Optimization exercise on an open flow, not production practice. RTL: at most simulated, not proved equivalent. Function not checked: run 1. Power: default activity.

==> flow/design.v, too long to show whole: its modules and the start of the top module <==
// module mtsed_scale: 568 lines
// module mtsed_ms: 449 lines
// module multitouch_slot_event_decoder_unit: 189 lines
module multitouch_slot_event_decoder_unit (
    input  logic               i_clk,
    input  logic               i_rst_n,
    input  logic               i_event_valid,
    output logic               o_event_ready,
    input  logic [4:0]         i_event_type,
    input  logic [9:0]         i_event_code,
    input  logic signed [31:0] i_event_value,
    input  logic [31:0]        i_time_seconds,
    input  logic [19:0]        i_time_microseconds,
    output logic               o_result_valid,
    input  logic               i_result_ready,
    output logic               o_result_processed,
    output logic               o_result_slot_index,
    output logic               o_result_slot_valid,
    output logic [15:0]        o_result_slot_x,
    output logic [15:0]        o_result_slot_y,
    output logic [7:0]         o_result_slot_pressure,
    output logic [1:0]         o_result_slot_kind,
    output logic [1:0]         o_result_touch_count,
    output logic [41:0]        o_result_report_time_ms,
    input  logic               i_cfg_valid,
    output logic               o_cfg_ready,
    input  logic [3:0]         i_cfg_index,
    input  logic [11:0]        i_cfg_data
);
  // ...
==> flow/run.sh <==
#!/bin/bash
# synth_recipe.tcl (not shown) runs the flow's synth.tcl, then flattens the netlist and writes it again
# the make line also repeats each setting of config.mk as NAME=value (left out here)
make -C /OpenROAD-flow-scripts/flow DESIGN_CONFIG=/design/flow/config.mk WORK_HOME=/design/flow/orfs CLKGATE_MAP_FILE= SYNTH_SCRIPT=/design/flow/synth_recipe.tcl finish
==> flow/config.mk <==
export PLATFORM = sky130hd
export DESIGN_NAME = multitouch_slot_event_decoder_unit
export DESIGN_NICKNAME = multitouch_slot_event_decoder_unit
export VERILOG_FILES = /design/flow/design.v
export SDC_FILE = /design/flow/constraint.sdc
export NUM_CORES = 4
export LEC_CHECK = 0
export CAP_MARGIN = 20
export CORE_MARGIN = 2
export CORE_UTILIZATION = 40
export SETUP_SLACK_MARGIN = 4
export SLEW_MARGIN = 20
==> flow/constraint.sdc <==
create_clock -name core_clock -period 9.0 [get_ports {i_clk}]
set_input_delay 1.8000 -clock core_clock [delete_from_list [all_inputs] [get_ports {i_clk}]]
set_output_delay 1.8000 -clock core_clock [all_outputs]
set_load 0.01 [all_outputs]
==> flow_summary.json, run 1 <==
{
  "outcome": "timing/DRC/antenna clean",
  "dr_wl_met2_mm": 29.27,
  "required_ns": 9.29,
  "buf_share": 0.1389,
  "critical_path_class": "reg2reg",
  "hold_depth": 2,
  "reg.largest.list": "a_pl (49), r_ms (42)",
  "place_ws_ns": 3.096,
  "antenna_found_initial": 0,
  "overflow": 0,
  "clock_skew_ns": 0.01925,
  "ys_ff_latch": 217,
  "finalHoldWorstSlack_ns": 0.4532,
  "clock-sinks": 217,
  "synth_edf_count": 143,
  "drc": 0,
  "insertion_delay_ns": 0.57,
  "synthTopCellsByArea": "edfxtp_1 21%, fa_1 16%, ha_1 9.5%, dfxtp_1 7.4%, xnor2_1 7.0%",
  "synth_area_um2": 20080,
  "syn_nets": 2497,
  "viasPerCell": 5.578,
  "diodes": 0,
  "combinationalPower_w": 0.00283,
  "comb.multi_input.count": 1477,
  "busiest_layer": "met2",
  "met3_usage": 0.04050,
  "vdd_drop_max_uv": 139.5,
  "seq-power_w": 0.00111,
  "ctsResizeCount": 81,
  "avgRoutedWirePerCell_um": 20.52,
  "cap_violations": 0,
  "hold_buffers": 0,
  "fin_util": 0.5111,
  "yosys.area_share.simple": 0.1074,
  "dieArea_um2": 52020,
  "r2r_setup_slack_ns": 3.83
}
==> module multitouch_slot_event_decoder_unit, before the edit <==
module multitouch_slot_event_decoder_unit (
    input  logic               i_clk,
    input  logic               i_rst_n,
    input  logic               i_event_valid,
    output logic               o_event_ready,
    input  logic [4:0]         i_event_type,
    input  logic [9:0]         i_event_code,
    input  logic signed [31:0] i_event_value,
    input  logic [31:0]        i_time_seconds,
    input  logic [19:0]        i_time_microseconds,
    output logic               o_result_valid,
    input  logic               i_result_ready,
    output logic               o_result_processed,
    output logic               o_result_slot_index,
    output logic               o_result_slot_valid,
    output logic [15:0]        o_result_slot_x,
    output logic [15:0]        o_result_slot_y,
    output logic [7:0]         o_result_slot_pressure,
    output logic [1:0]         o_result_slot_kind,
    output logic [1:0]         o_result_touch_count,
    output logic [41:0]        o_result_report_time_ms,
    input  logic               i_cfg_valid,
    output logic               o_cfg_ready,
    input  logic [3:0]         i_cfg_index,
    input  logic [11:0]        i_cfg_data
);
    logic [11:0] r_w;
    logic [11:0] r_h;
    assign o_cfg_ready = 1'b1;
    always_ff @(posedge i_clk) begin
        if (!i_rst_n) begin
            r_w <= mtsed_pkg::PANEL_WIDTH_RST;
            r_h <= mtsed_pkg::PANEL_HEIGHT_RST;
        end else if (i_cfg_valid) begin
            if (i_cfg_index == 4'd0) r_w <= i_cfg_data;
            if (i_cfg_index == 4'd1) r_h <= i_cfg_data;
        end
    end
    logic        is_abs;
    logic        d_slot, d_trk, d_x, d_y, d_prs, d_syn;
    assign is_abs = (i_event_type == mtsed_pkg::TYPE_ABS);
    assign d_slot = is_abs && (i_event_code == mtsed_pkg::CODE_SLOT);
    assign d_trk  = is_abs && (i_event_code == mtsed_pkg::CODE_TRACK);
    assign d_x    = is_abs && (i_event_code == mtsed_pkg::CODE_X ||
                               i_event_code == mtsed_pkg::CODE_MT_X);
    assign d_y    = is_abs && (i_event_code == mtsed_pkg::CODE_Y ||
                               i_event_code == mtsed_pkg::CODE_MT_Y);
    assign d_prs  = is_abs && (i_event_code == mtsed_pkg::CODE_PRESSURE ||
                               i_event_code == mtsed_pkg::CODE_MT_PRESSURE);
    assign d_syn  = (i_event_type == mtsed_pkg::TYPE_SYN) &&
                    (i_event_code == mtsed_pkg::CODE_SYN_REPORT);
    logic [11:0] n_sel;
    logic [13:0] n_ext;
    logic [6:0]  n_one, n_two, n_ng;
    assign n_sel = d_y ? r_h : r_w;
    assign n_ext = {2'b00, n_sel};
    always_comb begin
        for (int j = 0; j < 7; j++) begin
            logic b2, b1, b0;
            b2 = n_ext[2*j+1];
            b1 = n_ext[2*j];
            b0 = (j > 0) ? n_ext[2*j-1] : 1'b0;
            n_one[j] = b1 ^ b0;
            n_two[j] = (b2 & ~b1 & ~b0) | (~b2 & b1 & b0);
            n_ng[j]  = b2 & ~(b1 & b0);
        end
    end
    logic [49:0] pl;
    assign pl = d_syn ? {1'b0, i_time_microseconds[19:3], i_time_seconds}
                      : {n_ng, n_two, n_one, i_event_value[31], i_event_value[27:0]};
    logic        a_valid;
    logic        a_slot, a_trk, a_x, a_y, a_prs, a_syn;
    logic        a_newcur;      
    logic        a_rel;         
    logic        a_clamp;       
    logic [49:0] a_pl;
    logic        res_valid;
    logic        s_free;        
    logic        a_en;
    logic        adv;
    assign s_free        = !res_valid || i_result_ready;
    assign a_en          = !a_valid || s_free;
    assign adv           = a_valid && s_free;
    assign o_event_ready = a_en;
    always_ff @(posedge i_clk) begin
        if (!i_rst_n) begin
            a_valid <= 1'b0;
        end else if (a_en) begin
            a_valid <= i_event_valid;
        end
        if (a_en) begin
            a_slot   <= d_slot;
            a_trk    <= d_trk;
            a_x      <= d_x;
            a_y      <= d_y;
            a_prs    <= d_prs;
            a_syn    <= d_syn;
            a_newcur <= i_event_value[0] && (i_event_value[31:1] == 31'd0);
            a_rel    <= &i_event_value;
            a_clamp  <= !i_event_value[31] && (|i_event_value[30:8]);
            a_pl     <= pl;
        end
    end
    logic [15:0] pos;
    logic [41:0] ms;
    mtsed_scale u_scale (
        .i_v   (a_pl[27:0]),
        .i_neg (a_pl[28]),
        .i_one (a_pl[35:29]),
        .i_two (a_pl[42:36]),
        .i_ng  (a_pl[49:43]),
        .o_pos (pos)
    );
    mtsed_ms u_ms (
        .i_secs (a_pl[31:0]),
        .i_us8  (a_pl[48:32]),
        .o_ms   (ms)
    );
    logic        r_cur;
    logic [1:0]  r_pv;
    logic [15:0] r_x [2];
    logic [15:0] r_y [2];
    logic [7:0]  r_p [2];
    logic [1:0]  r_kind [2];
    logic [1:0]  r_count;
    logic [41:0] r_ms;
    logic        r_proc;
    logic        cur_valid;
    logic        move;
    assign cur_valid = r_pv[r_cur];
    assign move      = (a_x || a_y) && cur_valid;
    always_ff @(posedge i_clk) begin
        if (!i_rst_n) begin
            res_valid <= 1'b0;
            r_cur     <= 1'b0;
            r_pv      <= 2'b00;
            r_count   <= '0;
            r_ms      <= '0;
            for (int i = 0; i < 2; i++) begin
                r_x[i]    <= '0;
                r_y[i]    <= '0;
                r_p[i]    <= '0;
                r_kind[i] <= mtsed_pkg::KIND_NONE;
            end
        end else begin
            if (s_free) begin
                res_valid <= a_valid;
            end
            if (adv) begin
                if (a_slot) begin
                    r_cur <= a_newcur;
                end
                if (a_trk) begin
                    r_pv[r_cur]   <= !a_rel;
                    r_kind[r_cur] <= a_rel ? mtsed_pkg::KIND_RELEASE : mtsed_pkg::KIND_PRESS;
                end
                if (a_x) begin
                    r_x[r_cur] <= pos;
                end
                if (a_y) begin
                    r_y[r_cur] <= pos;
                end
                if (move) begin
                    r_kind[r_cur] <= mtsed_pkg::KIND_MOVE;
                end
                if (a_prs) begin
                    r_p[r_cur] <= a_clamp ? 8'hFF : a_pl[7:0];
                end
                if (a_syn) begin
                    r_count <= 2'(r_pv[0]) + 2'(r_pv[1]);
                    r_ms    <= ms;
                end
            end
        end
        if (adv) begin
            r_proc <= a_trk || move || a_syn;
        end
    end
    assign o_result_valid          = res_valid;
    assign o_result_processed      = r_proc;
    assign o_result_slot_index     = r_cur;
    assign o_result_slot_valid     = cur_valid;
    assign o_result_slot_x         = r_x[r_cur];
    assign o_result_slot_y         = r_y[r_cur];
    assign o_result_slot_pressure  = r_p[r_cur];
    assign o_result_slot_kind      = r_kind[r_cur];
    assign o_result_touch_count    = r_count;
    assign o_result_report_time_ms = r_ms;
endmodule
==> run 2: changes to the inputs <==
--- a/flow/design.v
+++ b/flow/design.v
@@ -26,5 +26,6 @@
     input  logic [6:0]  i_two,
     input  logic [6:0]  i_ng,
-    output logic [15:0] o_pos
+    output logic [27:0] o_a,
+    output logic [27:0] o_b
 );
     logic sc_1;
@@ -580,460 +581,453 @@
     assign sc_275 = sc_219 ^ sc_164 ^ sc_218;
     assign sc_276 = (sc_219 & sc_164) | (sc_219 & sc_218) | (sc_164 & sc_218);
-    logic [27:0] sc_a;
-    logic [27:0] sc_b;
-    logic [27:0] sc_s;
-    assign sc_a = {sc_275, sc_273, sc_271, sc_269, sc_267, sc_265, sc_263, sc_261, sc_259, sc_257, sc_255, sc_253, sc_251, sc_249, sc_247, sc_245, sc_243, sc_241, sc_239, sc_237, sc_235, sc_233, sc_231, sc_229, sc_227, sc_225, sc_223, sc_221};
-    assign sc_b = {sc_274, sc_272, sc_270, sc_268, sc_266, sc_264, sc_262, sc_260, sc_258, sc_256, sc_254, sc_252, sc_250, sc_248, sc_246, sc_244, sc_242, sc_240, sc_238, sc_236, sc_234, sc_232, sc_230, sc_228, sc_226, sc_224, sc_222, i_neg};
-    assign sc_s = sc_a + sc_b;
-    assign o_pos = sc_s[27:12];
+    assign o_a = {sc_275, sc_273, sc_271, sc_269, sc_267, sc_265, sc_263, sc_261, sc_259, sc_257, sc_255, sc_253, sc_251, sc_249, sc_247, sc_245, sc_243, sc_241, sc_239, sc_237, sc_235, sc_233, sc_231, sc_229, sc_227, sc_225, sc_223, sc_221};
+    assign o_b = {sc_274, sc_272, sc_270, sc_268, sc_266, sc_264, sc_262, sc_260, sc_258, sc_256, sc_254, sc_252, sc_250, sc_248, sc_246, sc_244, sc_242, sc_240, sc_238, sc_236, sc_234, sc_232, sc_230, sc_228, sc_226, sc_224, sc_222, i_neg};
+endmodule
+module mtsed_quot (
+    input  logic [16:0] i_us8,
+    output logic [10:0] o_q
+);
+    logic qt_1;
+    logic qt_2;
+    assign qt_1 = i_us8[3] ^ i_us8[4];
+    assign qt_2 = i_us8[3] & i_us8[4];
+    logic qt_3;
+    logic qt_4;
+    assign qt_3 = i_us8[4] ^ i_us8[5] ^ i_us8[9];
+    assign qt_4 = (i_us8[4] & i_us8[5]) | (i_us8[4] & i_us8[9]) | (i_us8[5] & i_us8[9]);
+    logic qt_5;
+    logic qt_6;
+    assign qt_5 = i_us8[5] ^ i_us8[6] ^ i_us8[10];
+    assign qt_6 = (i_us8[5] & i_us8[6]) | (i_us8[5] & i_us8[10]) | (i_us8[6] & i_us8[10]);
+    logic qt_7;
+    logic qt_8;
+    assign qt_7 = i_us8[13] ^ i_us8[15];
+    assign qt_8 = i_us8[13] & i_us8[15];
+    logic qt_9;
+    logic qt_10;
+    assign qt_9 = i_us8[0] ^ i_us8[6] ^ i_us8[7];
+    assign qt_10 = (i_us8[0] & i_us8[6]) | (i_us8[0] & i_us8[7]) | (i_us8[6] & i_us8[7]);
+    logic qt_11;
+    logic qt_12;
+    assign qt_11 = i_us8[11] ^ i_us8[14] ^ i_us8[16];
+    assign qt_12 = (i_us8[11] & i_us8[14]) | (i_us8[11] & i_us8[16]) | (i_us8[14] & i_us8[16]);
+    logic qt_13;
+    logic qt_14;
+    assign qt_13 = i_us8[1] ^ i_us8[7] ^ i_us8[8];
+    assign qt_14 = (i_us8[1] & i_us8[7]) | (i_us8[1] & i_us8[8]) | (i_us8[7] & i_us8[8]);
+    logic qt_15;
+    logic qt_16;
+    assign qt_15 = i_us8[12] ^ i_us8[15];
+    assign qt_16 = i_us8[12] & i_us8[15];
+    logic qt_17;
+    logic qt_18;
+    assign qt_17 = i_us8[2] ^ i_us8[8] ^ i_us8[9];
+    assign qt_18 = (i_us8[2] & i_us8[8]) | (i_us8[2] & i_us8[9]) | (i_us8[8] & i_us8[9]);
+    logic qt_19;
+    logic qt_20;
+    assign qt_19 = i_us8[13] ^ i_us8[16];
+    assign qt_20 = i_us8[13] & i_us8[16];
+    logic qt_21;
+    logic qt_22;
+    assign qt_21 = i_us8[3] ^ i_us8[9] ^ i_us8[10];
+    assign qt_22 = (i_us8[3] & i_us8[9]) | (i_us8[3] & i_us8[10]) | (i_us8[9] & i_us8[10]);
+    logic qt_23;
+    logic qt_24;
+    assign qt_23 = i_us8[4] ^ i_us8[10];
+    assign qt_24 = i_us8[4] & i_us8[10];
+    logic qt_25;
+    logic qt_26;
+    assign qt_25 = i_us8[5] ^ i_us8[11];
+    assign qt_26 = i_us8[5] & i_us8[11];
+    logic qt_27;
+    logic qt_28;
+    assign qt_27 = qt_1 ^ i_us8[8];
+    assign qt_28 = qt_1 & i_us8[8];
+    logic qt_29;
+    logic qt_30;
+    assign qt_29 = qt_3 ^ i_us8[12] ^ i_us8[14];
+    assign qt_30 = (qt_3 & i_us8[12]) | (qt_3 & i_us8[14]) | (i_us8[12] & i_us8[14]);
+    logic qt_31;
+    logic qt_32;
+    assign qt_31 = qt_5 ^ qt_7 ^ 1'b1;
+    assign qt_32 = (qt_5 & qt_7) | (qt_5 & 1'b1) | (qt_7 & 1'b1);
+    logic qt_33;
+    logic qt_34;
+    assign qt_33 = qt_9 ^ qt_11 ^ qt_6;
+    assign qt_34 = (qt_9 & qt_11) | (qt_9 & qt_6) | (qt_11 & qt_6);
+    logic qt_35;
+    logic qt_36;
+    assign qt_35 = qt_13 ^ qt_15 ^ qt_10;
+    assign qt_36 = (qt_13 & qt_15) | (qt_13 & qt_10) | (qt_15 & qt_10);
+    logic qt_37;
+    logic qt_38;
+    assign qt_37 = qt_17 ^ qt_19 ^ qt_14;
+    assign qt_38 = (qt_17 & qt_19) | (qt_17 & qt_14) | (qt_19 & qt_14);
+    logic qt_39;
+    logic qt_40;
+    assign qt_39 = qt_21 ^ i_us8[14] ^ qt_18;
+    assign qt_40 = (qt_21 & i_us8[14]) | (qt_21 & qt_18) | (i_us8[14] & qt_18);
+    logic qt_41;
+    logic qt_42;
+    assign qt_41 = qt_23 ^ i_us8[11] ^ i_us8[15];
+    assign qt_42 = (qt_23 & i_us8[11]) | (qt_23 & i_us8[15]) | (i_us8[11] & i_us8[15]);
+    logic qt_43;
+    logic qt_44;
+    assign qt_43 = qt_25 ^ i_us8[12] ^ i_us8[16];
+    assign qt_44 = (qt_25 & i_us8[12]) | (qt_25 & i_us8[16]) | (i_us8[12] & i_us8[16]);
+    logic qt_45;
+    logic qt_46;
+    assign qt_45 = i_us8[6] ^ i_us8[12] ^ i_us8[13];
+    assign qt_46 = (i_us8[6] & i_us8[12]) | (i_us8[6] & i_us8[13]) | (i_us8[12] & i_us8[13]);
+    logic qt_47;
+    logic qt_48;
+    assign qt_47 = i_us8[7] ^ i_us8[13];
+    assign qt_48 = i_us8[7] & i_us8[13];
+    logic qt_49;
+    logic qt_50;
+    assign qt_49 = i_us8[8] ^ i_us8[14];
+    assign qt_50 = i_us8[8] & i_us8[14];
+    logic qt_51;
+    logic qt_52;
+    assign qt_51 = i_us8[9] ^ i_us8[15];
+    assign qt_52 = i_us8[9] & i_us8[15];
+    logic qt_53;
+    logic qt_54;
+    assign qt_53 = qt_27 ^ i_us8[11];
+    assign qt_54 = qt_27 & i_us8[11];
+    logic qt_55;
+    logic qt_56;
+    assign qt_55 = qt_29 ^ qt_2 ^ qt_28;
+    assign qt_56 = (qt_29 & qt_2) | (qt_29 & qt_28) | (qt_2 & qt_28);
+    logic qt_57;
+    logic qt_58;
+    assign qt_57 = qt_31 ^ qt_4 ^ qt_30;
+    assign qt_58 = (qt_31 & qt_4) | (qt_31 & qt_30) | (qt_4 & qt_30);
+    logic qt_59;
+    logic qt_60;
+    assign qt_59 = qt_33 ^ qt_8 ^ qt_32;
+    assign qt_60 = (qt_33 & qt_8) | (qt_33 & qt_32) | (qt_8 & qt_32);
+    logic qt_61;
+    logic qt_62;
+    assign qt_61 = qt_35 ^ qt_12 ^ qt_34;
+    assign qt_62 = (qt_35 & qt_12) | (qt_35 & qt_34) | (qt_12 & qt_34);
+    logic qt_63;
+    logic qt_64;
+    assign qt_63 = qt_37 ^ qt_16 ^ qt_36;
+    assign qt_64 = (qt_37 & qt_16) | (qt_37 & qt_36) | (qt_16 & qt_36);
+    logic qt_65;
+    logic qt_66;
+    assign qt_65 = qt_39 ^ qt_20 ^ qt_38;
+    assign qt_66 = (qt_39 & qt_20) | (qt_39 & qt_38) | (qt_20 & qt_38);
+    logic qt_67;
+    logic qt_68;
+    assign qt_67 = qt_41 ^ qt_22 ^ qt_40;
+    assign qt_68 = (qt_41 & qt_22) | (qt_41 & qt_40) | (qt_22 & qt_40);
+    logic qt_69;
+    logic qt_70;
+    assign qt_69 = qt_43 ^ qt_24 ^ qt_42;
+    assign qt_70 = (qt_43 & qt_24) | (qt_43 & qt_42) | (qt_24 & qt_42);
+    logic qt_71;
+    logic qt_72;
+    assign qt_71 = qt_45 ^ qt_26 ^ qt_44;
+    assign qt_72 = (qt_45 & qt_26) | (qt_45 & qt_44) | (qt_26 & qt_44);
+    logic qt_73;
+    logic qt_74;
+    assign qt_73 = qt_47 ^ i_us8[14] ^ qt_46;
+    assign qt_74 = (qt_47 & i_us8[14]) | (qt_47 & qt_46) | (i_us8[14] & qt_46);
+    logic qt_75;
+    logic qt_76;
+    assign qt_75 = qt_49 ^ i_us8[15] ^ qt_48;
+    assign qt_76 = (qt_49 & i_us8[15]) | (qt_49 & qt_48) | (i_us8[15] & qt_48);
+    logic qt_77;
+    logic qt_78;
+    assign qt_77 = qt_51 ^ i_us8[16] ^ qt_50;
+    assign qt_78 = (qt_51 & i_us8[16]) | (qt_51 & qt_50) | (i_us8[16] & qt_50);
+    logic qt_79;
+    logic qt_80;
+    assign qt_79 = i_us8[10] ^ i_us8[16] ^ qt_52;
+    assign qt_80 = (i_us8[10] & i_us8[16]) | (i_us8[10] & qt_52) | (i_us8[16] & qt_52);
+    logic [20:0] qt_a;
+    logic [20:0] qt_b;
+    logic [20:0] qt_s;
+    assign qt_a = {1'b0, i_us8[16], i_us8[15], i_us8[14], i_us8[13], i_us8[12], i_us8[11], qt_79, qt_77, qt_75, qt_73, qt_71, qt_69, qt_67, qt_65, qt_63, qt_61, qt_59, qt_57, qt_55, qt_53};
+    assign qt_b = {1'b0, 1'b0, 1'b0, 1'b0, 1'b0, 1'b0, qt_80, qt_78, qt_76, qt_74, qt_72, qt_70, qt_68, qt_66, qt_64, qt_62, qt_60, qt_58, qt_56, qt_54, i_us8[13]};
+    assign qt_s = qt_a + qt_b;
+    assign o_q = qt_s[20:10];
 endmodule
 module mtsed_ms (
     input  logic [31:0] i_secs,
-    input  logic [16:0] i_us8,
+    input  logic [10:0] i_q,
     output logic [41:0] o_ms
 );
     logic ms_1;
     logic ms_2;
-    assign ms_1 = i_us8[3] ^ i_us8[4];
-    assign ms_2 = i_us8[3] & i_us8[4];
+    assign ms_1 = i_secs[2] ^ (~i_secs[0]);
+    assign ms_2 = i_secs[2] & (~i_secs[0]);
     logic ms_3;
     logic ms_4;
-    assign ms_3 = i_us8[4] ^ i_us8[5] ^ i_us8[9];
-    assign ms_4 = (i_us8[4] & i_us8[5]) | (i_us8[4] & i_us8[9]) | (i_us8[5] & i_us8[9]);
+    assign ms_3 = i_secs[3] ^ (~i_secs[1]);
+    assign ms_4 = i_secs[3] & (~i_secs[1]);
     logic ms_5;
     logic ms_6;
-    assign ms_5 = i_us8[5] ^ i_us8[6] ^ i_us8[10];
-    assign ms_6 = (i_us8[5] & i_us8[6]) | (i_us8[5] & i_us8[10]) | (i_us8[6] & i_us8[10]);
+    assign ms_5 = i_secs[4] ^ (~i_secs[2]);
+    assign ms_6 = i_secs[4] & (~i_secs[2]);
     logic ms_7;
     logic ms_8;
-    assign ms_7 = i_us8[13] ^ i_us8[15];
-    assign ms_8 = i_us8[13] & i_us8[15];
+    assign ms_7 = i_secs[5] ^ (~i_secs[3]);
+    assign ms_8 = i_secs[5] & (~i_secs[3]);
     logic ms_9;
     logic ms_10;
-    assign ms_9 = i_us8[0] ^ i_us8[6] ^ i_us8[7];
-    assign ms_10 = (i_us8[0] & i_us8[6]) | (i_us8[0] & i_us8[7]) | (i_us8[6] & i_us8[7]);
+    assign ms_9 = i_secs[6] ^ (~i_secs[4]);
+    assign ms_10 = i_secs[6] & (~i_secs[4]);
     logic ms_11;
     logic ms_12;
-    assign ms_11 = i_us8[11] ^ i_us8[14] ^ i_us8[16];
-    assign ms_12 = (i_us8[11] & i_us8[14]) | (i_us8[11] & i_us8[16]) | (i_us8[14] & i_us8[16]);
+    assign ms_11 = i_secs[0] ^ i_secs[7] ^ (~i_secs[5]);
+    assign ms_12 = (i_secs[0] & i_secs[7]) | (i_secs[0] & (~i_secs[5])) | (i_secs[7] & (~i_secs[5]));
     logic ms_13;
     logic ms_14;
-    assign ms_13 = i_us8[1] ^ i_us8[7] ^ i_us8[8];
-    assign ms_14 = (i_us8[1] & i_us8[7]) | (i_us8[1] & i_us8[8]) | (i_us8[7] & i_us8[8]);
+    assign ms_13 = i_secs[1] ^ i_secs[8];
+    assign ms_14 = i_secs[1] & i_secs[8];
     logic ms_15;
     logic ms_16;
-    assign ms_15 = i_us8[12] ^ i_us8[15];
-    assign ms_16 = i_us8[12] & i_us8[15];
+    assign ms_15 = i_secs[2] ^ i_secs[9];
+    assign ms_16 = i_secs[2] & i_secs[9];
     logic ms_17;
     logic ms_18;
-    assign ms_17 = i_us8[2] ^ i_us8[8] ^ i_us8[9];
-    assign ms_18 = (i_us8[2] & i_us8[8]) | (i_us8[2] & i_us8[9]) | (i_us8[8] & i_us8[9]);
+    assign ms_17 = i_secs[3] ^ i_secs[10];
+    assign ms_18 = i_secs[3] & i_secs[10];
     logic ms_19;
     logic ms_20;
-    assign ms_19 = i_us8[13] ^ i_us8[16];
-    assign ms_20 = i_us8[13] & i_us8[16];
+    assign ms_19 = i_secs[4] ^ i_secs[11];
+    assign ms_20 = i_secs[4] & i_secs[11];
     logic ms_21;
     logic ms_22;
-    assign ms_21 = i_us8[3] ^ i_us8[9] ^ i_us8[10];
-    assign ms_22 = (i_us8[3] & i_us8[9]) | (i_us8[3] & i_us8[10]) | (i_us8[9] & i_us8[10]);
+    assign ms_21 = i_secs[5] ^ i_secs[12];
+    assign ms_22 = i_secs[5] & i_secs[12];
     logic ms_23;
     logic ms_24;
-    assign ms_23 = i_us8[4] ^ i_us8[10];
-    assign ms_24 = i_us8[4] & i_us8[10];
+    assign ms_23 = i_secs[6] ^ i_secs[13];
+    assign ms_24 = i_secs[6] & i_secs[13];
     logic ms_25;
     logic ms_26;
-    assign ms_25 = i_us8[5] ^ i_us8[11];
-    assign ms_26 = i_us8[5] & i_us8[11];
+    assign ms_25 = i_secs[7] ^ i_secs[14];
+    assign ms_26 = i_secs[7] & i_secs[14];
     logic ms_27;
     logic ms_28;
-    assign ms_27 = ms_1 ^ i_us8[8];
-    assign ms_28 = ms_1 & i_us8[8];
+    assign ms_27 = i_secs[8] ^ i_secs[15];
+    assign ms_28 = i_secs[8] & i_secs[15];
     logic ms_29;
     logic ms_30;
-    assign ms_29 = ms_3 ^ i_us8[12] ^ i_us8[14];
-    assign ms_30 = (ms_3 & i_us8[12]) | (ms_3 & i_us8[14]) | (i_us8[12] & i_us8[14]);
+    assign ms_29 = i_secs[9] ^ i_secs[16];
+    assign ms_30 = i_secs[9] & i_secs[16];
     logic ms_31;
     logic ms_32;
-    assign ms_31 = ms_5 ^ ms_7 ^ 1'b1;
-    assign ms_32 = (ms_5 & ms_7) | (ms_5 & 1'b1) | (ms_7 & 1'b1);
+    assign ms_31 = i_secs[10] ^ i_secs[17];
+    assign ms_32 = i_secs[10] & i_secs[17];
     logic ms_33;
     logic ms_34;
-    assign ms_33 = ms_9 ^ ms_11 ^ ms_6;
-    assign ms_34 = (ms_9 & ms_11) | (ms_9 & ms_6) | (ms_11 & ms_6);
+    assign ms_33 = i_secs[11] ^ i_secs[18];
+    assign ms_34 = i_secs[11] & i_secs[18];
     logic ms_35;
     logic ms_36;
-    assign ms_35 = ms_13 ^ ms_15 ^ ms_10;
-    assign ms_36 = (ms_13 & ms_15) | (ms_13 & ms_10) | (ms_15 & ms_10);
+    assign ms_35 = i_secs[12] ^ i_secs[19];
+    assign ms_36 = i_secs[12] & i_secs[19];
     logic ms_37;
     logic ms_38;
-    assign ms_37 = ms_17 ^ ms_19 ^ ms_14;
-    assign ms_38 = (ms_17 & ms_19) | (ms_17 & ms_14) | (ms_19 & ms_14);
+    assign ms_37 = i_secs[13] ^ i_secs[20];
+    assign ms_38 = i_secs[13] & i_secs[20];
     logic ms_39;
     logic ms_40;
-    assign ms_39 = ms_21 ^ i_us8[14] ^ ms_18;
-    assign ms_40 = (ms_21 & i_us8[14]) | (ms_21 & ms_18) | (i_us8[14] & ms_18);
+    assign ms_39 = i_secs[14] ^ i_secs[21];
+    assign ms_40 = i_secs[14] & i_secs[21];
     logic ms_41;
     logic ms_42;
-    assign ms_41 = ms_23 ^ i_us8[11] ^ i_us8[15];
-    assign ms_42 = (ms_23 & i_us8[11]) | (ms_23 & i_us8[15]) | (i_us8[11] & i_us8[15]);
+    assign ms_41 = i_secs[15] ^ i_secs[22];
+    assign ms_42 = i_secs[15] & i_secs[22];
     logic ms_43;
     logic ms_44;
-    assign ms_43 = ms_25 ^ i_us8[12] ^ i_us8[16];
-    assign ms_44 = (ms_25 & i_us8[12]) | (ms_25 & i_us8[16]) | (i_us8[12] & i_us8[16]);
+    assign ms_43 = i_secs[16] ^ i_secs[23];
+    assign ms_44 = i_secs[16] & i_secs[23];
     logic ms_45;
     logic ms_46;
-    assign ms_45 = i_us8[6] ^ i_us8[12] ^ i_us8[13];
-    assign ms_46 = (i_us8[6] & i_us8[12]) | (i_us8[6] & i_us8[13]) | (i_us8[12] & i_us8[13]);
+    assign ms_45 = i_secs[17] ^ i_secs[24];
+    assign ms_46 = i_secs[17] & i_secs[24];
     logic ms_47;
     logic ms_48;
-    assign ms_47 = i_us8[7] ^ i_us8[13];
-    assign ms_48 = i_us8[7] & i_us8[13];
+    assign ms_47 = i_secs[18] ^ i_secs[25];
+    assign ms_48 = i_secs[18] & i_secs[25];
     logic ms_49;
     logic ms_50;
-    assign ms_49 = i_us8[8] ^ i_us8[14];
-    assign ms_50 = i_us8[8] & i_us8[14];
+    assign ms_49 = i_secs[19] ^ i_secs[26];
+    assign ms_50 = i_secs[19] & i_secs[26];
     logic ms_51;
     logic ms_52;
-    assign ms_51 = i_us8[9] ^ i_us8[15];
-    assign ms_52 = i_us8[9] & i_us8[15];
+    assign ms_51 = i_secs[20] ^ i_secs[27];
+    assign ms_52 = i_secs[20] & i_secs[27];
     logic ms_53;
     logic ms_54;
-    assign ms_53 = i_secs[0] ^ i_us8[10];
-    assign ms_54 = i_secs[0] & i_us8[10];
+    assign ms_53 = i_secs[21] ^ i_secs[28];
+    assign ms_54 = i_secs[21] & i_secs[28];
     logic ms_55;
     logic ms_56;
-    assign ms_55 = i_secs[2] ^ (~i_secs[0]);
-    assign ms_56 = i_secs[2] & (~i_secs[0]);
+    assign ms_55 = i_secs[22] ^ i_secs[29];
+    assign ms_56 = i_secs[22] & i_secs[29];
     logic ms_57;
     logic ms_58;
-    assign ms_57 = i_secs[3] ^ (~i_secs[1]);
-    assign ms_58 = i_secs[3] & (~i_secs[1]);
+    assign ms_57 = i_secs[23] ^ i_secs[30];
+    assign ms_58 = i_secs[23] & i_secs[30];
     logic ms_59;
     logic ms_60;
-    assign ms_59 = i_secs[4] ^ (~i_secs[2]);
-    assign ms_60 = i_secs[4] & (~i_secs[2]);
+    assign ms_59 = i_secs[24] ^ i_secs[31];
+    assign ms_60 = i_secs[24] & i_secs[31];
     logic ms_61;
     logic ms_62;
-    assign ms_61 = i_secs[5] ^ (~i_secs[3]);
-    assign ms_62 = i_secs[5] & (~i_secs[3]);
+    assign ms_61 = ms_1 ^ i_q[5];
+    assign ms_62 = ms_1 & i_q[5];
     logic ms_63;
     logic ms_64;
-    assign ms_63 = i_secs[6] ^ (~i_secs[4]);
-    assign ms_64 = i_secs[6] & (~i_secs[4]);
+    assign ms_63 = ms_3 ^ i_q[6] ^ ms_2;
+    assign ms_64 = (ms_3 & i_q[6]) | (ms_3 & ms_2) | (i_q[6] & ms_2);
     logic ms_65;
     logic ms_66;
-    assign ms_65 = i_secs[0] ^ i_secs[7];
-    assign ms_66 = i_secs[0] & i_secs[7];
+    assign ms_65 = ms_5 ^ i_q[7] ^ ms_4;
+    assign ms_66 = (ms_5 & i_q[7]) | (ms_5 & ms_4) | (i_q[7] & ms_4);
     logic ms_67;
     logic ms_68;
-    assign ms_67 = i_secs[1] ^ i_secs[8];
-    assign ms_68 = i_secs[1] & i_secs[8];
+    assign ms_67 = ms_7 ^ i_q[8] ^ ms_6;
+    assign ms_68 = (ms_7 & i_q[8]) | (ms_7 & ms_6) | (i_q[8] & ms_6);
     logic ms_69;
     logic ms_70;
-    assign ms_69 = i_secs[2] ^ i_secs[9];
-    assign ms_70 = i_secs[2] & i_secs[9];
+    assign ms_69 = ms_9 ^ i_q[9] ^ ms_8;
+    assign ms_70 = (ms_9 & i_q[9]) | (ms_9 & ms_8) | (i_q[9] & ms_8);
     logic ms_71;
     logic ms_72;
-    assign ms_71 = i_secs[3] ^ i_secs[10];
-    assign ms_72 = i_secs[3] & i_secs[10];
+    assign ms_71 = ms_11 ^ i_q[10] ^ ms_10;
+    assign ms_72 = (ms_11 & i_q[10]) | (ms_11 & ms_10) | (i_q[10] & ms_10);
     logic ms_73;
     logic ms_74;
-    assign ms_73 = i_secs[4] ^ i_secs[11];
-    assign ms_74 = i_secs[4] & i_secs[11];
+    assign ms_73 = ms_13 ^ (~i_secs[6]) ^ ms_12;
+    assign ms_74 = (ms_13 & (~i_secs[6])) | (ms_13 & ms_12) | ((~i_secs[6]) & ms_12);
     logic ms_75;
     logic ms_76;
-    assign ms_75 = i_secs[5] ^ i_secs[12];
-    assign ms_76 = i_secs[5] & i_secs[12];
+    assign ms_75 = ms_15 ^ (~i_secs[7]) ^ ms_14;
+    assign ms_76 = (ms_15 & (~i_secs[7])) | (ms_15 & ms_14) | ((~i_secs[7]) & ms_14);
     logic ms_77;
     logic ms_78;
-    assign ms_77 = i_secs[6] ^ i_secs[13];
-    assign ms_78 = i_secs[6] & i_secs[13];
+    assign ms_77 = ms_17 ^ (~i_secs[8]) ^ ms_16;
+    assign ms_78 = (ms_17 & (~i_secs[8])) | (ms_17 & ms_16) | ((~i_secs[8]) & ms_16);
     logic ms_79;
     logic ms_80;
-    assign ms_79 = i_secs[7] ^ i_secs[14];
-    assign ms_80 = i_secs[7] & i_secs[14];
+    assign ms_79 = ms_19 ^ (~i_secs[9]) ^ ms_18;
+    assign ms_80 = (ms_19 & (~i_secs[9])) | (ms_19 & ms_18) | ((~i_secs[9]) & ms_18);
     logic ms_81;
     logic ms_82;
-    assign ms_81 = i_secs[8] ^ i_secs[15];
-    assign ms_82 = i_secs[8] & i_secs[15];
+    assign ms_81 = ms_21 ^ (~i_secs[10]) ^ ms_20;
+    assign ms_82 = (ms_21 & (~i_secs[10])) | (ms_21 & ms_20) | ((~i_secs[10]) & ms_20);
     logic ms_83;
     logic ms_84;
-    assign ms_83 = i_secs[9] ^ i_secs[16];
-    assign ms_84 = i_secs[9] & i_secs[16];
+    assign ms_83 = ms_23 ^ (~i_secs[11]) ^ ms_22;
+    assign ms_84 = (ms_23 & (~i_secs[11])) | (ms_23 & ms_22) | ((~i_secs[11]) & ms_22);
     logic ms_85;
     logic ms_86;
-    assign ms_85 = i_secs[10] ^ i_secs[17];
-    assign ms_86 = i_secs[10] & i_secs[17];
+    assign ms_85 = ms_25 ^ (~i_secs[12]) ^ ms_24;
+    assign ms_86 = (ms_25 & (~i_secs[12])) | (ms_25 & ms_24) | ((~i_secs[12]) & ms_24);
     logic ms_87;
     logic ms_88;
-    assign ms_87 = i_secs[11] ^ i_secs[18];
-    assign ms_88 = i_secs[11] & i_secs[18];
+    assign ms_87 = ms_27 ^ (~i_secs[13]) ^ ms_26;
+    assign ms_88 = (ms_27 & (~i_secs[13])) | (ms_27 & ms_26) | ((~i_secs[13]) & ms_26);
     logic ms_89;
     logic ms_90;
-    assign ms_89 = i_secs[12] ^ i_secs[19];
-    assign ms_90 = i_secs[12] & i_secs[19];
+    assign ms_89 = ms_29 ^ (~i_secs[14]) ^ ms_28;
+    assign ms_90 = (ms_29 & (~i_secs[14])) | (ms_29 & ms_28) | ((~i_secs[14]) & ms_28);
     logic ms_91;
     logic ms_92;
-    assign ms_91 = i_secs[13] ^ i_secs[20];
-    assign ms_92 = i_secs[13] & i_secs[20];
+    assign ms_91 = ms_31 ^ (~i_secs[15]) ^ ms_30;
+    assign ms_92 = (ms_31 & (~i_secs[15])) | (ms_31 & ms_30) | ((~i_secs[15]) & ms_30);
     logic ms_93;
     logic ms_94;
-    assign ms_93 = i_secs[14] ^ i_secs[21];
-    assign ms_94 = i_secs[14] & i_secs[21];
+    assign ms_93 = ms_33 ^ (~i_secs[16]) ^ ms_32;
+    assign ms_94 = (ms_33 & (~i_secs[16])) | (ms_33 & ms_32) | ((~i_secs[16]) & ms_32);
     logic ms_95;
     logic ms_96;
-    assign ms_95 = i_secs[15] ^ i_secs[22];
-    assign ms_96 = i_secs[15] & i_secs[22];
+    assign ms_95 = ms_35 ^ (~i_secs[17]) ^ ms_34;
+    assign ms_96 = (ms_35 & (~i_secs[17])) | (ms_35 & ms_34) | ((~i_secs[17]) & ms_34);
     logic ms_97;
     logic ms_98;
-    assign ms_97 = i_secs[16] ^ i_secs[23];
-    assign ms_98 = i_secs[16] & i_secs[23];
+    assign ms_97 = ms_37 ^ (~i_secs[18]) ^ ms_36;
+    assign ms_98 = (ms_37 & (~i_secs[18])) | (ms_37 & ms_36) | ((~i_secs[18]) & ms_36);
     logic ms_99;
     logic ms_100;
-    assign ms_99 = i_secs[17] ^ i_secs[24];
-    assign ms_100 = i_secs[17] & i_secs[24];
+    assign ms_99 = ms_39 ^ (~i_secs[19]) ^ ms_38;
+    assign ms_100 = (ms_39 & (~i_secs[19])) | (ms_39 & ms_38) | ((~i_secs[19]) & ms_38);
     logic ms_101;
     logic ms_102;
-    assign ms_101 = i_secs[18] ^ i_secs[25];
-    assign ms_102 = i_secs[18] & i_secs[25];
+    assign ms_101 = ms_41 ^ (~i_secs[20]) ^ ms_40;
+    assign ms_102 = (ms_41 & (~i_secs[20])) | (ms_41 & ms_40) | ((~i_secs[20]) & ms_40);
     logic ms_103;
     logic ms_104;
-    assign ms_103 = i_secs[19] ^ i_secs[26];
-    assign ms_104 = i_secs[19] & i_secs[26];
+    assign ms_103 = ms_43 ^ (~i_secs[21]) ^ ms_42;
+    assign ms_104 = (ms_43 & (~i_secs[21])) | (ms_43 & ms_42) | ((~i_secs[21]) & ms_42);
     logic ms_105;
     logic ms_106;
-    assign ms_105 = i_secs[20] ^ i_secs[27];
-    assign ms_106 = i_secs[20] & i_secs[27];
+    assign ms_105 = ms_45 ^ (~i_secs[22]) ^ ms_44;
+    assign ms_106 = (ms_45 & (~i_secs[22])) | (ms_45 & ms_44) | ((~i_secs[22]) & ms_44);
     logic ms_107;
     logic ms_108;
-    assign ms_107 = i_secs[21] ^ i_secs[28];
-    assign ms_108 = i_secs[21] & i_secs[28];
+    assign ms_107 = ms_47 ^ (~i_secs[23]) ^ ms_46;
+    assign ms_108 = (ms_47 & (~i_secs[23])) | (ms_47 & ms_46) | ((~i_secs[23]) & ms_46);
     logic ms_109;
     logic ms_110;
-    assign ms_109 = i_secs[22] ^ i_secs[29];
-    assign ms_110 = i_secs[22] & i_secs[29];
+    assign ms_109 = ms_49 ^ (~i_secs[24]) ^ ms_48;
+    assign ms_110 = (ms_49 & (~i_secs[24])) | (ms_49 & ms_48) | ((~i_secs[24]) & ms_48);
     logic ms_111;
     logic ms_112;
-    assign ms_111 = i_secs[23] ^ i_secs[30];
-    assign ms_112 = i_secs[23] & i_secs[30];
+    assign ms_111 = ms_51 ^ (~i_secs[25]) ^ ms_50;
+    assign ms_112 = (ms_51 & (~i_secs[25])) | (ms_51 & ms_50) | ((~i_secs[25]) & ms_50);
     logic ms_113;
     logic ms_114;
-    assign ms_113 = i_secs[24] ^ i_secs[31];
-    assign ms_114 = i_secs[24] & i_secs[31];
+    assign ms_113 = ms_53 ^ (~i_secs[26]) ^ ms_52;
+    assign ms_114 = (ms_53 & (~i_secs[26])) | (ms_53 & ms_52) | ((~i_secs[26]) & ms_52);
     logic ms_115;
     logic ms_116;
-    assign ms_115 = ms_27 ^ i_us8[11];
-    assign ms_116 = ms_27 & i_us8[11];
+    assign ms_115 = ms_55 ^ (~i_secs[27]) ^ ms_54;
+    assign ms_116 = (ms_55 & (~i_secs[27])) | (ms_55 & ms_54) | ((~i_secs[27]) & ms_54);
     logic ms_117;
     logic ms_118;
-    assign ms_117 = ms_29 ^ ms_2 ^ ms_28;
-    assign ms_118 = (ms_29 & ms_2) | (ms_29 & ms_28) | (ms_2 & ms_28);
+    assign ms_117 = ms_57 ^ (~i_secs[28]) ^ ms_56;
+    assign ms_118 = (ms_57 & (~i_secs[28])) | (ms_57 & ms_56) | ((~i_secs[28]) & ms_56);
     logic ms_119;
     logic ms_120;
-    assign ms_119 = ms_31 ^ ms_4 ^ ms_30;
-    assign ms_120 = (ms_31 & ms_4) | (ms_31 & ms_30) | (ms_4 & ms_30);
+    assign ms_119 = ms_59 ^ (~i_secs[29]) ^ ms_58;
+    assign ms_120 = (ms_59 & (~i_secs[29])) | (ms_59 & ms_58) | ((~i_secs[29]) & ms_58);
     logic ms_121;
     logic ms_122;
-    assign ms_121 = ms_33 ^ ms_8 ^ ms_32;
-    assign ms_122 = (ms_33 & ms_8) | (ms_33 & ms_32) | (ms_8 & ms_32);
+    assign ms_121 = i_secs[25] ^ (~i_secs[30]) ^ ms_60;
+    assign ms_122 = (i_secs[25] & (~i_secs[30])) | (i_secs[25] & ms_60) | ((~i_secs[30]) & ms_60);
     logic ms_123;
     logic ms_124;
-    assign ms_123 = ms_35 ^ ms_12 ^ ms_34;
-    assign ms_124 = (ms_35 & ms_12) | (ms_35 & ms_34) | (ms_12 & ms_34);
+    assign ms_123 = i_secs[26] ^ (~i_secs[31]);
+    assign ms_124 = i_secs[26] & (~i_secs[31]);
     logic ms_125;
     logic ms_126;
-    assign ms_125 = ms_37 ^ ms_16 ^ ms_36;
-    assign ms_126 = (ms_37 & ms_16) | (ms_37 & ms_36) | (ms_16 & ms_36);
+    assign ms_125 = i_secs[27] ^ 1'b1;
+    assign ms_126 = i_secs[27] & 1'b1;
     logic ms_127;
     logic ms_128;
-    assign ms_127 = ms_39 ^ ms_20 ^ ms_38;
-    assign ms_128 = (ms_39 & ms_20) | (ms_39 & ms_38) | (ms_20 & ms_38);
+    assign ms_127 = i_secs[28] ^ 1'b1;
+    assign ms_128 = i_secs[28] & 1'b1;
     logic ms_129;
     logic ms_130;
-    assign ms_129 = ms_41 ^ ms_22 ^ ms_40;
-    assign ms_130 = (ms_41 & ms_22) | (ms_41 & ms_40) | (ms_22 & ms_40);
+    assign ms_129 = i_secs[29] ^ 1'b1;
+    assign ms_130 = i_secs[29] & 1'b1;
     logic ms_131;
     logic ms_132;
-    assign ms_131 = ms_43 ^ ms_24 ^ ms_42;
-    assign ms_132 = (ms_43 & ms_24) | (ms_43 & ms_42) | (ms_24 & ms_42);
+    assign ms_131 = i_secs[30] ^ 1'b1;
+    assign ms_132 = i_secs[30] & 1'b1;
     logic ms_133;
     logic ms_134;
-    assign ms_133 = ms_45 ^ ms_26 ^ ms_44;
-    assign ms_134 = (ms_45 & ms_26) | (ms_45 & ms_44) | (ms_26 & ms_44);
-    logic ms_135;
-    logic ms_136;
-    assign ms_135 = ms_47 ^ i_us8[14] ^ ms_46;
-    assign ms_136 = (ms_47 & i_us8[14]) | (ms_47 & ms_46) | (i_us8[14] & ms_46);
-    logic ms_137;
-    logic ms_138;
-    assign ms_137 = ms_49 ^ i_us8[15] ^ ms_48;
-    assign ms_138 = (ms_49 & i_us8[15]) | (ms_49 & ms_48) | (i_us8[15] & ms_48);
-    logic ms_139;
-    logic ms_140;
-    assign ms_139 = ms_51 ^ i_us8[16] ^ ms_50;
-    assign ms_140 = (ms_51 & i_us8[16]) | (ms_51 & ms_50) | (i_us8[16] & ms_50);
-    logic ms_141;
-    logic ms_142;
-    assign ms_141 = ms_53 ^ i_us8[16] ^ ms_52;
-    assign ms_142 = (ms_53 & i_us8[16]) | (ms_53 & ms_52) | (i_us8[16] & ms_52);
-    logic ms_143;
-    logic ms_144;
-    assign ms_143 = i_secs[1] ^ i_us8[11] ^ ms_54;
-    assign ms_144 = (i_secs[1] & i_us8[11]) | (i_secs[1] & ms_54) | (i_us8[11] & ms_54);
-    logic ms_145;
-    logic ms_146;
-    assign ms_145 = ms_55 ^ i_us8[12] ^ 1'b1;
-    assign ms_146 = (ms_55 & i_us8[12]) | (ms_55 & 1'b1) | (i_us8[12] & 1'b1);
-    logic ms_147;
-    logic ms_148;
-    assign ms_147 = ms_57 ^ i_us8[13] ^ ms_56;
-    assign ms_148 = (ms_57 & i_us8[13]) | (ms_57 & ms_56) | (i_us8[13] & ms_56);
-    logic ms_149;
-    logic ms_150;
-    assign ms_149 = ms_59 ^ i_us8[14] ^ ms_58;
-    assign ms_150 = (ms_59 & i_us8[14]) | (ms_59 & ms_58) | (i_us8[14] & ms_58);
-    logic ms_151;
-    logic ms_152;
-    assign ms_151 = ms_61 ^ i_us8[15] ^ ms_60;
-    assign ms_152 = (ms_61 & i_us8[15]) | (ms_61 & ms_60) | (i_us8[15] & ms_60);
-    logic ms_153;
-    logic ms_154;
-    assign ms_153 = ms_63 ^ i_us8[16] ^ ms_62;
-    assign ms_154 = (ms_63 & i_us8[16]) | (ms_63 & ms_62) | (i_us8[16] & ms_62);
-    logic ms_155;
-    logic ms_156;
-    assign ms_155 = ms_65 ^ (~i_secs[5]) ^ ms_64;
-    assign ms_156 = (ms_65 & (~i_secs[5])) | (ms_65 & ms_64) | ((~i_secs[5]) & ms_64);
-    logic ms_157;
-    logic ms_158;
-    assign ms_157 = ms_67 ^ (~i_secs[6]) ^ ms_66;
-    assign ms_158 = (ms_67 & (~i_secs[6])) | (ms_67 & ms_66) | ((~i_secs[6]) & ms_66);
-    logic ms_159;
-    logic ms_160;
-    assign ms_159 = ms_69 ^ (~i_secs[7]) ^ ms_68;
-    assign ms_160 = (ms_69 & (~i_secs[7])) | (ms_69 & ms_68) | ((~i_secs[7]) & ms_68);
-    logic ms_161;
-    logic ms_162;
-    assign ms_161 = ms_71 ^ (~i_secs[8]) ^ ms_70;
-    assign ms_162 = (ms_71 & (~i_secs[8])) | (ms_71 & ms_70) | ((~i_secs[8]) & ms_70);
-    logic ms_163;
-    logic ms_164;
-    assign ms_163 = ms_73 ^ (~i_secs[9]) ^ ms_72;
-    assign ms_164 = (ms_73 & (~i_secs[9])) | (ms_73 & ms_72) | ((~i_secs[9]) & ms_72);
-    logic ms_165;
-    logic ms_166;
-    assign ms_165 = ms_75 ^ (~i_secs[10]) ^ ms_74;
-    assign ms_166 = (ms_75 & (~i_secs[10])) | (ms_75 & ms_74) | ((~i_secs[10]) & ms_74);
-    logic ms_167;
-    logic ms_168;
-    assign ms_167 = ms_77 ^ (~i_secs[11]) ^ ms_76;
-    assign ms_168 = (ms_77 & (~i_secs[11])) | (ms_77 & ms_76) | ((~i_secs[11]) & ms_76);
-    logic ms_169;
-    logic ms_170;
-    assign ms_169 = ms_79 ^ (~i_secs[12]) ^ ms_78;
-    assign ms_170 = (ms_79 & (~i_secs[12])) | (ms_79 & ms_78) | ((~i_secs[12]) & ms_78);
-    logic ms_171;
-    logic ms_172;
-    assign ms_171 = ms_81 ^ (~i_secs[13]) ^ ms_80;
-    assign ms_172 = (ms_81 & (~i_secs[13])) | (ms_81 & ms_80) | ((~i_secs[13]) & ms_80);
-    logic ms_173;
-    logic ms_174;
-    assign ms_173 = ms_83 ^ (~i_secs[14]) ^ ms_82;
-    assign ms_174 = (ms_83 & (~i_secs[14])) | (ms_83 & ms_82) | ((~i_secs[14]) & ms_82);
-    logic ms_175;
-    logic ms_176;
-    assign ms_175 = ms_85 ^ (~i_secs[15]) ^ ms_84;
-    assign ms_176 = (ms_85 & (~i_secs[15])) | (ms_85 & ms_84) | ((~i_secs[15]) & ms_84);
-    logic ms_177;
-    logic ms_178;
-    assign ms_177 = ms_87 ^ (~i_secs[16]) ^ ms_86;
-    assign ms_178 = (ms_87 & (~i_secs[16])) | (ms_87 & ms_86) | ((~i_secs[16]) & ms_86);
-    logic ms_179;
-    logic ms_180;
-    assign ms_179 = ms_89 ^ (~i_secs[17]) ^ ms_88;
-    assign ms_180 = (ms_89 & (~i_secs[17])) | (ms_89 & ms_88) | ((~i_secs[17]) & ms_88);
-    logic ms_181;
-    logic ms_182;
-    assign ms_181 = ms_91 ^ (~i_secs[18]) ^ ms_90;
-    assign ms_182 = (ms_91 & (~i_secs[18])) | (ms_91 & ms_90) | ((~i_secs[18]) & ms_90);
-    logic ms_183;
-    logic ms_184;
-    assign ms_183 = ms_93 ^ (~i_secs[19]) ^ ms_92;
-    assign ms_184 = (ms_93 & (~i_secs[19])) | (ms_93 & ms_92) | ((~i_secs[19]) & ms_92);
-    logic ms_185;
-    logic ms_186;
-    assign ms_185 = ms_95 ^ (~i_secs[20]) ^ ms_94;
-    assign ms_186 = (ms_95 & (~i_secs[20])) | (ms_95 & ms_94) | ((~i_secs[20]) & ms_94);
-    logic ms_187;
-    logic ms_188;
-    assign ms_187 = ms_97 ^ (~i_secs[21]) ^ ms_96;
-    assign ms_188 = (ms_97 & (~i_secs[21])) | (ms_97 & ms_96) | ((~i_secs[21]) & ms_96);
-    logic ms_189;
-    logic ms_190;
-    assign ms_189 = ms_99 ^ (~i_secs[22]) ^ ms_98;
-    assign ms_190 = (ms_99 & (~i_secs[22])) | (ms_99 & ms_98) | ((~i_secs[22]) & ms_98);
-    logic ms_191;
-    logic ms_192;
-    assign ms_191 = ms_101 ^ (~i_secs[23]) ^ ms_100;
-    assign ms_192 = (ms_101 & (~i_secs[23])) | (ms_101 & ms_100) | ((~i_secs[23]) & ms_100);
-    logic ms_193;
-    logic ms_194;
-    assign ms_193 = ms_103 ^ (~i_secs[24]) ^ ms_102;
-    assign ms_194 = (ms_103 & (~i_secs[24])) | (ms_103 & ms_102) | ((~i_secs[24]) & ms_102);
-    logic ms_195;
-    logic ms_196;
-    assign ms_195 = ms_105 ^ (~i_secs[25]) ^ ms_104;
-    assign ms_196 = (ms_105 & (~i_secs[25])) | (ms_105 & ms_104) | ((~i_secs[25]) & ms_104);
-    logic ms_197;
-    logic ms_198;
-    assign ms_197 = ms_107 ^ (~i_secs[26]) ^ ms_106;
-    assign ms_198 = (ms_107 & (~i_secs[26])) | (ms_107 & ms_106) | ((~i_secs[26]) & ms_106);
-    logic ms_199;
-    logic ms_200;
-    assign ms_199 = ms_109 ^ (~i_secs[27]) ^ ms_108;
-    assign ms_200 = (ms_109 & (~i_secs[27])) | (ms_109 & ms_108) | ((~i_secs[27]) & ms_108);
-    logic ms_201;
-    logic ms_202;
-    assign ms_201 = ms_111 ^ (~i_secs[28]) ^ ms_110;
-    assign ms_202 = (ms_111 & (~i_secs[28])) | (ms_111 & ms_110) | ((~i_secs[28]) & ms_110);
-    logic ms_203;
-    logic ms_204;
-    assign ms_203 = ms_113 ^ (~i_secs[29]) ^ ms_112;
-    assign ms_204 = (ms_113 & (~i_secs[29])) | (ms_113 & ms_112) | ((~i_secs[29]) & ms_112);
-    logic ms_205;
-    logic ms_206;
-    assign ms_205 = i_secs[25] ^ (~i_secs[30]) ^ ms_114;
-    assign ms_206 = (i_secs[25] & (~i_secs[30])) | (i_secs[25] & ms_114) | ((~i_secs[30]) & ms_114);
-    logic ms_207;
-    logic ms_208;
-    assign ms_207 = i_secs[26] ^ (~i_secs[31]);
-    assign ms_208 = i_secs[26] & (~i_secs[31]);
-    logic ms_209;
-    logic ms_210;
-    assign ms_209 = i_secs[27] ^ 1'b1;
-    assign ms_210 = i_secs[27] & 1'b1;
-    logic ms_211;
-    logic ms_212;
-    assign ms_211 = i_secs[28] ^ 1'b1;
-    assign ms_212 = i_secs[28] & 1'b1;
-    logic ms_213;
-    logic ms_214;
-    assign ms_213 = i_secs[29] ^ 1'b1;
-    assign ms_214 = i_secs[29] & 1'b1;
-    logic ms_215;
-    logic ms_216;
-    assign ms_215 = i_secs[30] ^ 1'b1;
-    assign ms_216 = i_secs[30] & 1'b1;
-    logic ms_217;
-    logic ms_218;
-    assign ms_217 = i_secs[31] ^ 1'b1;
-    assign ms_218 = i_secs[31] & 1'b1;
-    logic [51:0] ms_a;
-    logic [51:0] ms_b;
-    logic [51:0] ms_s;
-    assign ms_a = {ms_217, ms_215, ms_213, ms_211, ms_209, ms_207, ms_205, ms_203, ms_201, ms_199, ms_197, ms_195, ms_193, ms_191, ms_189, ms_187, ms_185, ms_183, ms_181, ms_179, ms_177, ms_175, ms_173, ms_171, ms_169, ms_167, ms_165, ms_163, ms_161, ms_159, ms_157, ms_155, ms_153, ms_151, ms_149, ms_147, ms_145, ms_143, ms_141, ms_139, ms_137, ms_135, ms_133, ms_131, ms_129, ms_127, ms_125, ms_123, ms_121, ms_119, ms_117, ms_115};
-    assign ms_b = {ms_216, ms_214, ms_212, ms_210, ms_208, ms_206, ms_204, ms_202, ms_200, ms_198, ms_196, ms_194, ms_192, ms_190, ms_188, ms_186, ms_184, ms_182, ms_180, ms_178, ms_176, ms_174, ms_172, ms_170, ms_168, ms_166, ms_164, ms_162, ms_160, ms_158, ms_156, ms_154, ms_152, ms_150, ms_148, ms_146, ms_144, ms_142, ms_140, ms_138, ms_136, ms_134, ms_132, ms_130, ms_128, ms_126, ms_124, ms_122, ms_120, ms_118, ms_116, i_us8[13]};
-    assign ms_s = ms_a + ms_b;
-    assign o_ms = ms_s[51:10];
+    assign ms_133 = i_secs[31] ^ 1'b1;
+    assign ms_134 = i_secs[31] & 1'b1;
+    assign o_ms = {ms_133, ms_131, ms_129, ms_127, ms_125, ms_123, ms_121, ms_119, ms_117, ms_115, ms_113, ms_111, ms_109, ms_107, ms_105, ms_103, ms_101, ms_99, ms_97, ms_95, ms_93, ms_91, ms_89, ms_87, ms_85, ms_83, ms_81, ms_79, ms_77, ms_75, ms_73, ms_71, ms_69, ms_67, ms_65, ms_63, ms_61, i_secs[1], i_secs[0], i_q[2], i_q[1], i_q[0]} + {ms_132, ms_130, ms_128, ms_126, ms_124, ms_122, ms_120, ms_118, ms_116, ms_114, ms_112, ms_110, ms_108, ms_106, ms_104, ms_102, ms_100, ms_98, ms_96, ms_94, ms_92, ms_90, ms_88, ms_86, ms_84, ms_82, ms_80, ms_78, ms_76, ms_74, ms_72, ms_70, ms_68, ms_66, ms_64, ms_62, 1'b1, i_q[4], i_q[3], 1'b0, 1'b0, 1'b0};
 endmodule
 `timescale 1ns / 1ps
@@ -1116,10 +1110,13 @@
     logic [49:0] a_pl;
     logic        res_valid;
+    logic        m_valid;
     logic        s_free;        
-    logic        a_en;
-    logic        adv;
+    logic        m_en;          
+    logic        a_en;          
+    logic        adv;           
     assign s_free        = !res_valid || i_result_ready;
-    assign a_en          = !a_valid || s_free;
-    assign adv           = a_valid && s_free;
+    assign m_en          = !m_valid || s_free;
+    assign a_en          = !a_valid || m_en;
+    assign adv           = m_valid && s_free;
     assign o_event_ready = a_en;
     always_ff @(posedge i_clk) begin
@@ -1142,6 +1139,8 @@
         end
     end
-    logic [15:0] pos;
-    logic [41:0] ms;
+    logic [27:0] sc_a;
+    logic [27:0] sc_b;
+    logic [10:0] quot;
+    logic [55:0] m_in;
     mtsed_scale u_scale (
         .i_v   (a_pl[27:0]),
@@ -1150,9 +1149,44 @@
         .i_two (a_pl[42:36]),
         .i_ng  (a_pl[49:43]),
-        .o_pos (pos)
+        .o_a   (sc_a),
+        .o_b   (sc_b)
+    );
+    mtsed_quot u_quot (
+        .i_us8 (a_pl[48:32]),
+        .o_q   (quot)
     );
+    assign m_in = (a_x || a_y) ? {sc_b, sc_a} : {13'd0, quot, a_pl[31:0]};
+    logic        m_slot, m_trk, m_x, m_y, m_prs, m_syn;
+    logic        m_newcur;
+    logic        m_rel;
+    logic        m_clamp;
+    logic [55:0] m_pl;
+    always_ff @(posedge i_clk) begin
+        if (!i_rst_n) begin
+            m_valid <= 1'b0;
+        end else if (m_en) begin
+            m_valid <= a_valid;
+        end
+        if (m_en) begin
+            m_slot   <= a_slot;
+            m_trk    <= a_trk;
+            m_x      <= a_x;
+            m_y      <= a_y;
+            m_prs    <= a_prs;
+            m_syn    <= a_syn;
+            m_newcur <= a_newcur;
+            m_rel    <= a_rel;
+            m_clamp  <= a_clamp;
+            m_pl     <= m_in;
+        end
+    end
+    logic [27:0] prod;
+    logic [15:0] pos;
+    logic [41:0] ms;
+    assign prod = m_pl[27:0] + m_pl[55:28];
+    assign pos  = prod[27:12];
     mtsed_ms u_ms (
-        .i_secs (a_pl[31:0]),
-        .i_us8  (a_pl[48:32]),
+        .i_secs (m_pl[31:0]),
+        .i_q    (m_pl[42:32]),
         .o_ms   (ms)
     );
@@ -1169,5 +1203,5 @@
     logic        move;
     assign cur_valid = r_pv[r_cur];
-    assign move      = (a_x || a_y) && cur_valid;
+    assign move      = (m_x || m_y) && cur_valid;
     always_ff @(posedge i_clk) begin
         if (!i_rst_n) begin
@@ -1185,18 +1219,18 @@
         end else begin
             if (s_free) begin
-                res_valid <= a_valid;
+                res_valid <= m_valid;
             end
             if (adv) begin
-                if (a_slot) begin
-                    r_cur <= a_newcur;
+                if (m_slot) begin
+                    r_cur <= m_newcur;
                 end
-                if (a_trk) begin
-                    r_pv[r_cur]   <= !a_rel;
-                    r_kind[r_cur] <= a_rel ? mtsed_pkg::KIND_RELEASE : mtsed_pkg::KIND_PRESS;
+                if (m_trk) begin
+                    r_pv[r_cur]   <= !m_rel;
+                    r_kind[r_cur] <= m_rel ? mtsed_pkg::KIND_RELEASE : mtsed_pkg::KIND_PRESS;
                 end
-                if (a_x) begin
+                if (m_x) begin
                     r_x[r_cur] <= pos;
                 end
-                if (a_y) begin
+                if (m_y) begin
                     r_y[r_cur] <= pos;
                 end
@@ -1204,8 +1238,8 @@
                     r_kind[r_cur] <= mtsed_pkg::KIND_MOVE;
                 end
-                if (a_prs) begin
-                    r_p[r_cur] <= a_clamp ? 8'hFF : a_pl[7:0];
+                if (m_prs) begin
+                    r_p[r_cur] <= m_clamp ? 8'hFF : m_pl[7:0];
                 end
-                if (a_syn) begin
+                if (m_syn) begin
                     r_count <= 2'(r_pv[0]) + 2'(r_pv[1]);
                     r_ms    <= ms;
@@ -1214,5 +1248,5 @@
         end
         if (adv) begin
-            r_proc <= a_trk || move || a_syn;
+            r_proc <= m_trk || move || m_syn;
         end
     end
==> flow_summary.json, run 2 <==
{
  "p_leak_nw": 10.96,
  "synthTopCellsByArea": "edfxtp_1 28%, fa_1 15%, ha_1 8.5%, dfxtp_1 6.7%, xnor2_1 5.5%",
  "async_flop_share": 0,
  "cp_num_buf_inv": 2,
  "critical_path_class": "reg2reg",
  "cts-root-buf": "clkbuf_16",
  "insertion_delay_ns": 0.56,
  "setup_viol": 0,
  "floorplan.rows": 86,
  "crit_arrival_ns": 5.10,
  "outcome": "timing/DRC/antenna clean",
  "via_count": 17056,
  "clockBufferDepth": 3,
  "ys_warn_count": 1,
  "diodes": 0,
  "syn_inst": 2214,
  "rsz0062_at_grt": "yes",
  "syn_nets": 2650,
  "timing.critical_path.mode_cell": "fa_1",
  "synth_area_um2": 22430,
  "synth_top_family_by_area": "adder cells",
  "intPower_w": 0.002748,
  "seq_area_frac_synth": 0.3454,
  "crit_fanout": 11,
  "synth_most_common_cell": "nand2_1",
  "cp-end-kind": "flip-flop",
  "syn_to_final_growth_pct": 17.62,
  "die_x_um": 240.8,
  "track_usage": 0.2186,
  "min_period_ns": 4.845,
  "power_frac_comb": 0.268,
  "hp-class": "reg2reg",
  "multi_input_area_um2": 13430,
  "synth_compound_area_frac": 0.1203,
  "cts_buffers": 35,
  "fin_crit_sh": 0.5383,
  "grt_pass1_wl_mm": 97.94,
  "drt_iter0_drc": 1184,
  "core_um2": 55310,
  "hold_viol": 0,
  "switching_share": 0.3095,
  "crit_family": "adder cells",
  "die_y_um": 240.8,
  "grt_max_degree": 70,
  "synth_largest_area_cell": "edfxtp_1",
  "antenna_found_initial": 0,
  "seqPwrFrac": 0.378,
  "start_util": 0.4056,
  "max_slew_margin": 0.3027,
  "antenna_left": 0,
  "tns_ns": 0,
  "ys_types": 73,
  "htreeDepth": 2,
  "path_cells": "inv_1, fa_1, fa_1, fa_1, inv_1, ha_1, a31o_2, a21oi_1, o21ai_0, and3_1, o21a_1, a31o_2, nand4_1, xnor2_1, o21ai_0",
  "synth_area_per_cell_um2": 10.13,
  "seqCellArea_um2": 7751,
  "layout_common_cells": "245 x nand2_1, 208 x inv_1, 208 x edfxtp_1",
  "synthMuxAreaShare": 0.05293,
  "fin_util": 0.4770,
  "wl_mm": 63.04,
  "required_ns": 9.26,
  "yosys.area_share.simple": 0.1128,
  "vdd_drop_max_uv": 121.3,
  "clk_pin_slew_ns": 0.05,
  "fmax_ghz": 0.2064,
  "port_buffers": 207,
  "dieArea_um2": 57990,
  "worst_slew_pin_slew_ns": 1.038,
  "post-dp-hpwl_mm": 44.44,
  "place_congestion": 0.8953,
  "top_register": "m_pl",
  "slew_violations": 0,
  "synth_top_area_share": 0.2784,
  "reg.largest.list": "m_pl (56), a_pl (49), r_ms (42)",
  "synth_common_cells": "247 x nand2_1, 208 x edfxtp_1, 208 x inv_1, 163 x fa_1, 153 x ha_1",
  "drc": 0,
  "synthXorXnorAreaFrac": 0.08004,
  "p_clk_frac": 0.354,
  "p_per_area_nw_per_um2": 150.8,
  "clock-sinks": 283,
  "synth_edf_count": 208,
  "power_switching_w": 0.001231,
  "avgRoutedWirePerCell_um": 20.11,
  "cap_violations": 0,
  "synth_fa_ha_area_frac": 0.2308,
  "ys_ff_latch": 283,
  "cp_slowest_cell": "edfxtp_1",
  "layout_commonest_cell": "nand2_1",
  "worstSetupStartpointType": "flip-flop",
  "largest_reg_flops": 56,
  "viasPerCell": 5.441,
  "n_fill_cell": 5267,
  "max_stage_delay_ns": 0.78,
  "drt_pass1_iterations": 5,
  "top_level_ports": 212,
  "overflow": 0,
  "grt_pass1_vias": 17572,
  "ys.flop_type": "edfxtp_1",
  "fin_nets": 2798,
  "layout-drive-gt1-share": 0.08127,
  "clock_skew_ns": 0.02137,
  "tritoncts": "done"
}
==> run 2: changes by cell type after synthesis, moves of 13 or more <==
cell | previous run | this run
nor2_1 | 126 | 143
and2_1 | 7 | 20
xor2_1 | 21 | 65
xnor2_1 | 160 | 140
edfxtp_1 | 143 | 208
inv_1 | 240 | 208
nand2_1 | 156 | 247
==> run 2: final timing paths <==
| check | from | end | slack (ns) | cells past startpoint |
|---|---|---|---|---|
| max | a_pl[41]$_DFFE_PP_ | m_pl[41]$_DFFE_PP_ | 4.16 | 15 |
| min | a_syn$_DFFE_PP_ | m_syn$_DFFE_PP_ | 0.42 | 0 |
| max reg2reg | a_pl[41]$_DFFE_PP_ | m_pl[41]$_DFFE_PP_ | 4.16 | 15 |
| min reg2reg | a_syn$_DFFE_PP_ | m_syn$_DFFE_PP_ | 0.42 | 0 |
==> run 2: kinds of logic (layout without fill, tap and decap cells) <==
family	count (synthesis)	in the layout
and+or+nand+nor	560	560
AOI/OAI and AO/OA	403	403
buffers and inverters	338	511
adders and majority gates	316	316
DFF	283	283
xor gates and xnor gates	205	205
muxes	108	108
other	1	1
==> run 2: power groups by stage <==
| stage | Sequential (W) | Clock [W] | Combinational, W |
|---|---|---|---|
| finish | 0.00150 | 0.00141 | 0.00107 |
| global route | 0.00151 | 0.00149 | 0.00120 |
| CTS | 0.00151 | 0.00144 | 0.00107 |
| detailed placement | 0.00154 | 0 | 0.00106 |
| global placement | 0.00153 | 0 | 0.00103 |
| floorplan | 0.00148 | 0 | 0.000779 |
==> run 2: layout make-up <==
type,count,share of cell area
Multi-Input combinational cell,1593,0.5091
Sequential cell,283,0.2938
Timing Repair Buffer,239,0.08830
Tap cell,748,0.03547
Clock buffer,40,0.03391
Inverter,210,0.02988
Clock inverter,22,0.009532
==> run 2: routing by layer <==
layer  track usage  vias up  share of wire
met5             0        -              0
li1              -     7922              -
met3       0.03877      143          0.073
met4        0.1014        0          0.044
met1        0.2839     8359           0.42
met2        0.3559      632           0.47
==> run 2: timing repair <==
| item | 4_1_cts | 5_1_grt |
|---|---|---|
| endpoints found under the setup margin | 3 | 26 |
| buffers inserted | 2 | 5 |
| hold buffers | 0 | 0 |
| resized for setup | 5 | 1 |
| hold endpoints to repair | 0 | 0 |
==> run 2: through the flow <==
step | std cells | total power [W] | setup WS [ns] | hold WS (ns) | cell area [um2]
after floorplan | 2214 | 0.002262 | 4.267 | 0.4003 | 22440
after global routing | 3135 | 0.004196 | 3.976 | 0.4178 | 26380
after CTS | 3130 | 0.004020 | 4.040 | 0.4160 | 26340
after global placement | 3066 | 0.002568 | 3.652 | 0.4063 | 25150
after detailed placement | 3066 | 0.002595 | 3.614 | 0.4054 | 25160
final | 3135 | 0.003979 | 4.155 | 0.4152 | 26380
Testbench counts of run 2, summed over its fixed seeds: cycles 12,044, items 12,012.
